From an optimization exercise on the open Yosys and OpenROAD flow, aimed at small area, a short achievable clock period and few clock cycles; shortcuts taken in it are not production practice.
The RTL was checked by simulation tests, not by an equivalence proof against the original design.

Design matmul_top, start of the top module:
module matmul_top #(
  parameter int ADDR_W = 16
) (
  input  logic                          clk,
  input  logic                          reset_n,
  input  logic                          dut_valid,
  output logic                          dut_ready,
  output logic [ADDR_W-1:0]             input_read_address,
  input  matmul_pkg::sram_word_u        input_read_data,
  output logic [ADDR_W-1:0]             weight_read_address,
  input  matmul_pkg::sram_word_u        weight_read_data,
  output logic                          result_write_enable,
  output logic [ADDR_W-1:0]             result_write_address,
  output logic [matmul_pkg::DATA_W-1:0] result_write_data
);
Size in the first run: roughly 2,700 cells after synthesis, about 420 flip-flops.
Settings: LEC_CHECK=0, CAP_MARGIN=20, CORE_MARGIN=2, CORE_UTILIZATION=40, SLEW_MARGIN=20; clock period 11.0 ns.
run.sh (not shown) runs the stock make flow with config.mk's settings and CLKGATE_MAP_FILE= SYNTH_SCRIPT=/design/flow/synth_recipe.tcl, a recipe that flattens the netlist after the stock synthesis.
The first run went through all stages and came out clean.
Testbench counts at the start, summed over its fixed seeds: cycles 33,128.
Edit:
==> flow/flow/run.sh (new file) <==
#!/bin/bash
# Standard ORFS layout at the design's clock and constraints, with faster
# port buffers and timing repair aimed below the clock period.
set -euo pipefail
bash standard.sh \
  "BUFFER_PORTS_ARGS=-buffer_cell sky130_fd_sc_hd__buf_4" \
  SETUP_SLACK_MARGIN=7.6 \
  TNS_END_PERCENT=0 \
  finish > standard_flow.log 2>&1
==> flow/standard.sh (new file) <==
#!/bin/bash
# synth_recipe.tcl (not shown) runs the flow's synth.tcl, then flattens the netlist and writes it again
# the make line also repeats each setting of config.mk as NAME=value (left out here)
make -C /OpenROAD-flow-scripts/flow DESIGN_CONFIG=/design/flow/config.mk WORK_HOME=/design/flow/orfs CLKGATE_MAP_FILE= SYNTH_SCRIPT=/design/flow/synth_recipe.tcl "${@:-finish}"
removed: flow/run.sh
Result: Core utilization stays flat. Worst hold slack gains 0.012 ns. Register-to-register slack gains 0.47 ns. Maximum frequency rose by 12%. Setup slack is better by 0.47 ns. Final cell count climbs by 0.32%. Critical path depth is unchanged. Count of clock-buffer cells in the layout is higher by 5.

Another version of the RTL of matmul_top (not shown whole).
Size: roughly 2,800 cells after synthesis, ~480 flip-flops, about 150 I/O pins, ~28,000 sq um of cells after synthesis.
export LEC_CHECK = 0
export CAP_MARGIN = 20
export CORE_MARGIN = 2
export CORE_UTILIZATION = 40
export SLEW_MARGIN = 20
create_clock -name core_clock -period 11.0 [get_ports {clk}]
standard.sh (not shown) runs the stock make flow with config.mk's settings and CLKGATE_MAP_FILE= SYNTH_SCRIPT=/design/flow/synth_recipe.tcl, a recipe that flattens the netlist after the stock synthesis.
==> flow/flow/run.sh <==
#!/bin/bash
# Standard ORFS layout at the design's clock and constraints, with faster
# port buffers and timing repair aimed below the clock period.
set -euo pipefail
bash standard.sh \
  "BUFFER_PORTS_ARGS=-buffer_cell sky130_fd_sc_hd__buf_4" \
  SETUP_SLACK_MARGIN=7.7 \
  TNS_END_PERCENT=100 \
  finish > standard_flow.log 2>&1
Testbench counts at the start, summed over its fixed seeds: cycles 33,512.
Edit:
==> flow/run.sh (new file) <==
#!/bin/bash
# synth_recipe.tcl (not shown) runs the flow's synth.tcl, then flattens the netlist and writes it again
# the make line also repeats each setting of config.mk as NAME=value (left out here)
make -C /OpenROAD-flow-scripts/flow DESIGN_CONFIG=/design/flow/config.mk WORK_HOME=/design/flow/orfs CLKGATE_MAP_FILE= SYNTH_SCRIPT=/design/flow/synth_recipe.tcl finish
removed: flow/flow/run.sh
removed: flow/standard.sh
Effect:
- The new run finished clean
- worst hold slack gets worse by 5.6 ps
- flip-flop and latch count stays the same

== v14 ==
Another version of the RTL of matmul_top (not shown whole).
Size in the first run: about 2500 cells after synthesis.
## matmul_top
module matmul_top #(
  parameter int ADDR_W = 16
) (
  input  logic                          clk,
  input  logic                          reset_n,
  input  logic                          dut_valid,
  output logic                          dut_ready,
  output logic [ADDR_W-1:0]             input_read_address,
  input  matmul_pkg::sram_word_u        input_read_data,
  output logic [ADDR_W-1:0]             weight_read_address,
  input  matmul_pkg::sram_word_u        weight_read_data,
  output logic                          result_write_enable,
  output logic [ADDR_W-1:0]             result_write_address,
  output logic [matmul_pkg::DATA_W-1:0] result_write_data
);
export LEC_CHECK = 0
export CAP_MARGIN = 20
export CORE_MARGIN = 2
export CORE_UTILIZATION = 55
export PLACE_DENSITY = 0.7
export SLEW_MARGIN = 20
export SYNTH_HIERARCHICAL = 1
create_clock -name core_clock -period 11.0 [get_ports {clk}]
==> flow/flow/run.sh <==
#!/bin/bash
# Standard ORFS layout at the design's clock and constraints, with faster
# port buffers and timing repair aimed below the clock period.
set -euo pipefail
bash standard.sh \
  "BUFFER_PORTS_ARGS=-buffer_cell sky130_fd_sc_hd__buf_4" \
  SETUP_SLACK_MARGIN=8.0 \
  TNS_END_PERCENT=100 \
  finish > standard_flow.log 2>&1
v14 completed every stage of the flow, and the final layout passed the timing, DRC and antenna checks.
Testbench counts of v14, summed over its fixed seeds: cycles 33,512.
#### Input delta (v40 over v14)
# v14
export LEC_CHECK = 0
export CAP_MARGIN = 20
export CORE_MARGIN = 2
export CORE_UTILIZATION = 55
export PLACE_DENSITY = 0.7
export SLEW_MARGIN = 20
export SYNTH_HIERARCHICAL = 1
create_clock -name core_clock -period 11.0 [get_ports {clk}]
# v40
export LEC_CHECK = 0
export CAP_MARGIN = 20
export CORE_MARGIN = 2
export CORE_UTILIZATION = 40
export SLEW_MARGIN = 20
export SYNTH_HIERARCHICAL = 1
create_clock -name core_clock -period 11.0 [get_ports {clk}]
--- a/flow/flow/run.sh
+++ b/flow/flow/run.sh
@@ -5,5 +5,5 @@
 bash standard.sh \
   "BUFFER_PORTS_ARGS=-buffer_cell sky130_fd_sc_hd__buf_4" \
-  SETUP_SLACK_MARGIN=8.0 \
+  SETUP_SLACK_MARGIN=7.7 \
   TNS_END_PERCENT=100 \
   finish > standard_flow.log 2>&1
==> run notes <==
- v40 | status: complete | timing, DRC, antenna: pass
- Delta (v40 minus v14): non-clock buffer count saw a decrease; highest clock rate saw a decrease; final standard cell area without fillers saw a decrease.
- Looking at last element of the critical path, the result_write_enable result is from v40; the input_read_address[3] one comes from v14.
- Net count of the mapped netlist came out exactly the same in v14 and v40.
- In the reports for v14 and v40, the larger aggregate global-route resource usage belongs to v14.
Inputs modified between v40 and v22:
# v40
export LEC_CHECK = 0
export CAP_MARGIN = 20
export CORE_MARGIN = 2
export CORE_UTILIZATION = 40
export SLEW_MARGIN = 20
export SYNTH_HIERARCHICAL = 1
create_clock -name core_clock -period 11.0 [get_ports {clk}]
# v22
export LEC_CHECK = 0
export CAP_MARGIN = 20
export CORE_MARGIN = 2
export CORE_UTILIZATION = 40
export CTS_CLUSTER_DIAMETER = 120
export CTS_CLUSTER_SIZE = 22
export SLEW_MARGIN = 20
export SYNTH_HIERARCHICAL = 1
create_clock -name core_clock -period 11.0 [get_ports {clk}]
--- a/flow/flow/run.sh
+++ b/flow/flow/run.sh
@@ -5,5 +5,5 @@
 bash standard.sh \
   "BUFFER_PORTS_ARGS=-buffer_cell sky130_fd_sc_hd__buf_4" \
-  SETUP_SLACK_MARGIN=7.7 \
+  SETUP_SLACK_MARGIN=7.8 \
   TNS_END_PERCENT=100 \
   finish > standard_flow.log 2>&1
Results
v40: flow completed, timing, DRC and antenna clean
v22 finished every step from synthesis to the final layout, and the layout passed the timing, DRC and antenna checks.
Comparing v22 and v40, share of the clock period used by the worst path is lower on v22.

## what the ideal ports hide
No port has a modelled driver above. Below, the same layouts with a new extraction and two added sets of constraints.
Step 1: set_driving_cell puts a clkbuf_16 on clk and a buf_2 on each other input, an assumption about the parent block.
Step 2 times the ports against the registers' clock, not the clock port: input delays grow and output delays shrink by t, the midpoint of the rising clock arrivals with the driver on.
Three values: ideal, step 1, step 2; two values: the first two.
| run | t (ns) | slack for setup (ns) | worst slew at a driven data input, ns |
|---|---|---|---|
| the first run of note 1 | 0.655 | 6.645 / 6.645 / 6.645 | 0.09 |
| the second run of note 1 | 0.659 | 7.119 / 7.119 / 7.119 | 0.10 |
| the first run of note 2 | 0.672 | 7.693 / 7.633 / 7.506 | 0.09 |
| the second run of note 2 | 0.677 | 6.828 / 6.828 / 6.828 | 0.07 |
| v14 | 0.663 | 7.698 / 7.640 / 7.321 | 0.08 |
| v40 | 0.672 | 7.659 / 7.599 / 7.347 | 0.10 |
| v22 | 0.659 | 7.697 / 7.636 / 7.336 | 0.09 |
After both steps every run listed still meets setup and hold. For v14, which loses most, drivers alone change the setup slack by -0.058 ns; drivers and shift together by -0.377 ns.
